Context: an optimization exercise on an open-source flow, tuned for small area. The choices shown serve that exercise and are no tape-out recipe. Only simulation tests tie the RTL to the original design; equivalence was not proved. Power and IR drop assume default switching activity.

run 1:
==> flow/design.v (excerpt) <==
module hls_status_monitor_top (
    input  logic        clock,
    input  logic        reset,
    input  logic        finish,
    input  logic        clear,
    input  logic [9:0]  ap_start,
    input  logic [9:0]  ap_ready,
    input  logic [9:0]  ap_done,
    input  logic [9:0]  ap_continue,
    input  logic        rd_en,
    input  logic [3:0]  rd_ch,
    input  logic [2:0]  rd_sel,
    output logic        rd_valid,
    output logic [15:0] rd_data,
    output logic        active,
    output logic [9:0]  ovf
);
    hls_module_status_monitor #(
        .N_CH(10), .CNT_W(16), .CONT_EN(10'b1011011011)
    ) u_mon (
        .clock(clock), .reset(reset), .finish(finish), .clear(clear),
        .ap_start(ap_start), .ap_ready(ap_ready), .ap_done(ap_done), .ap_continue(ap_continue),
        .rd_en(rd_en), .rd_ch(rd_ch), .rd_sel(rd_sel),
        .rd_valid(rd_valid), .rd_data(rd_data), .active(active), .ovf(ovf)
    );
endmodule
Size in the first run: roughly 80 I/O pins, about 50000 µm² of cells after synthesis.
Settings: LEC_CHECK=0, CAP_MARGIN=20, CORE_MARGIN=2, CORE_UTILIZATION=55, CTS_CLUSTER_DIAMETER=90, CTS_CLUSTER_SIZE=25, GPL_TIMING_DRIVEN=0, SETUP_SLACK_MARGIN=0.3, SLEW_MARGIN=20, SYNTH_HIERARCHICAL=1, SYNTH_MINIMUM_KEEP_SIZE=0; clock period 6.0 ns.
run.sh (not shown) runs the stock make flow with config.mk's settings and CLKGATE_MAP_FILE= SYNTH_SCRIPT=/design/flow/synth_recipe.tcl, a recipe that flattens the netlist after the stock synthesis.
For run 2, these inputs were changed with respect to run 1:
Settings: CTS_CLUSTER_DIAMETER: 90 -> unset; CTS_CLUSTER_SIZE: 25 -> unset.
==> flow/flow/run.sh (new file) <==
#!/bin/bash
set -o pipefail
bash standard.sh \
  "CTS_ARGS=-sink_clustering_enable -repair_clock_nets -dont_use_dummy_load -sink_clustering_size 25 -sink_clustering_max_diameter 90" \
  "BUFFER_PORTS_ARGS=-buffer_cell sky130_fd_sc_hd__buf_2" \
  finish > flow_make.log 2>&1
==> flow/standard.sh (new file) <==
#!/bin/bash
# synth_recipe.tcl (not shown) runs the flow's synth.tcl, then flattens the netlist and writes it again
# the make line also repeats each setting of config.mk as NAME=value (left out here)
make -C /OpenROAD-flow-scripts/flow DESIGN_CONFIG=/design/flow/config.mk WORK_HOME=/design/flow/orfs CLKGATE_MAP_FILE= SYNTH_SCRIPT=/design/flow/synth_recipe.tcl "${@:-finish}"
removed: flow/run.sh
Run 2: total power draw is about 4% lower than what run 1 reported. Flop and latch count out of synthesis came out exactly the same in run 1 and run 2. Wire length: run 1 vs run 2, no meaningful difference. Between run 2 and run 1, the count of vias placed by the detailed router does not differ in any meaningful way.
Setup changes, run 2 to run 3
Settings: setting CTS_CLUSTER_SIZE to 25 for the first time; changing CORE_UTILIZATION from 55 to 65; setting CTS_CLUSTER_DIAMETER to 90 for the first time.
==> flow/run.sh (new file) <==
#!/bin/bash
# synth_recipe.tcl (not shown) runs the flow's synth.tcl, then flattens the netlist and writes it again
# the make line also repeats each setting of config.mk as NAME=value (left out here)
make -C /OpenROAD-flow-scripts/flow DESIGN_CONFIG=/design/flow/config.mk WORK_HOME=/design/flow/orfs CLKGATE_MAP_FILE= SYNTH_SCRIPT=/design/flow/synth_recipe.tcl finish
removed: flow/flow/run.sh
removed: flow/standard.sh
Notes after the runs:
In run 3, global-route usage is higher than in run 2. Number of filler cells placed in the layout | run 3 below run 2. Looking at peak clock frequency supported by timing across both flows, run 3 is the weaker of the two, with run 2 ahead. Run 3 does worse than run 2 on final critical-path setup slack. On area growth from synthesis to layout: run 3 sits above run 2. When the final numbers for run 3 and run 2 were put side by side, the sequential fraction of total cell area turned out to be smaller in run 3.

---

## north
hls_status_monitor_top again, from the RTL that the note above started with.
==> flow/config.mk <==
export PLATFORM = sky130hd
export DESIGN_NAME = hls_status_monitor_top
export DESIGN_NICKNAME = hls_status_monitor_top
export VERILOG_FILES = /design/flow/design.v
export SDC_FILE = /design/flow/constraint.sdc
export NUM_CORES = 4
export LEC_CHECK = 0
export CAP_MARGIN = 20
export CORE_MARGIN = 2
export CORE_UTILIZATION = 55
export GPL_TIMING_DRIVEN = 0
export SETUP_SLACK_MARGIN = 0.3
export SLEW_MARGIN = 20
export SYNTH_HIERARCHICAL = 1
export SYNTH_MINIMUM_KEEP_SIZE = 0
==> flow/constraint.sdc <==
create_clock -name core_clock -period 6.0 [get_ports {clock}]
set_input_delay 1.2000 -clock core_clock [delete_from_list [all_inputs] [get_ports {clock}]]
set_output_delay 1.2000 -clock core_clock [all_outputs]
set_load 0.01 [all_outputs]
standard.sh (not shown) runs the stock make flow with config.mk's settings and CLKGATE_MAP_FILE= SYNTH_SCRIPT=/design/flow/synth_recipe.tcl, a recipe that flattens the netlist after the stock synthesis.
==> flow/flow/run.sh <==
#!/bin/bash
set -o pipefail
bash standard.sh \
  "CTS_ARGS=-sink_clustering_enable -repair_clock_nets -dont_use_dummy_load -sink_clustering_size 25 -sink_clustering_max_diameter 90" \
  "BUFFER_PORTS_ARGS=-buffer_cell sky130_fd_sc_hd__buf_2" \
  "RECOVER_POWER=50" \
  finish > flow_make.log 2>&1
[flow] north | stages: complete | final checks: fail | reason: capacitance limit, slew limit
For south, these inputs were changed with respect to north:
- clearing SETUP_SLACK_MARGIN, which used to be 0.3
- putting CTS_CLUSTER_SIZE at 30 where nothing was set
- putting CTS_CLUSTER_DIAMETER at 100 where nothing was set
==> flow/run.sh (new file) <==
#!/bin/bash
# synth_recipe.tcl (not shown) runs the flow's synth.tcl, then flattens the netlist and writes it again
# the make line also repeats each setting of config.mk as NAME=value (left out here)
make -C /OpenROAD-flow-scripts/flow DESIGN_CONFIG=/design/flow/config.mk WORK_HOME=/design/flow/orfs CLKGATE_MAP_FILE= SYNTH_SCRIPT=/design/flow/synth_recipe.tcl finish
removed: flow/flow/run.sh
removed: flow/standard.sh
[summary]
south finished every stage; the final checks, however, were not passed, the failures being setup timing. Of north and south, the higher post-route clock period utilization belongs to south. Placed wire-length estimate was higher in south than in north. north and south ended up with nearly the same starting density of the core.

[static timing again, ports no longer ideal]
Ports are ideal in the flow. The routed layouts listed here were re-timed in OpenROAD.
Step 1 (the two cells are an assumption about what drives the block):
set clk [get_ports {clock}]
set_driving_cell -lib_cell sky130_fd_sc_hd__clkbuf_16 $clk
set_driving_cell -lib_cell sky130_fd_sc_hd__buf_2 [delete_from_list [all_inputs] $clk]
Step 2, shift: input delay + t, output delay - t, t = (earliest + latest rising clock arrival at the registers) / 2. This alone moves slack from input paths to output paths.
Slacks: ideal ports / drivers / drivers and shift; pairs: ideal ports / drivers.
run	t (ns)	slack for setup (ns)	latest minus earliest clock arrival (ns)	worst register clock-pin slew, ns	cell pins on the clock port's net
run 1	0.734	0.279 / 0.322 / -0.413	0.031 / 0.031	0.11 / 0.11	1
run 2	0.707	0.252 / 0.201 / -0.506	0.043 / 0.043	0.11 / 0.11	1
run 3	0.708	0.196 / 0.214 / -0.494	0.027 / 0.027	0.11 / 0.11	1
north	0.705	0.214 / 0.156 / -0.549	0.039 / 0.039	0.11 / 0.11	1
south	0.720	-0.113 / -0.069 / -0.789	0.029 / 0.029	0.12 / 0.12	1
For north, which loses most, drivers alone change the setup slack by -0.058 ns; drivers and shift together by -0.763 ns.
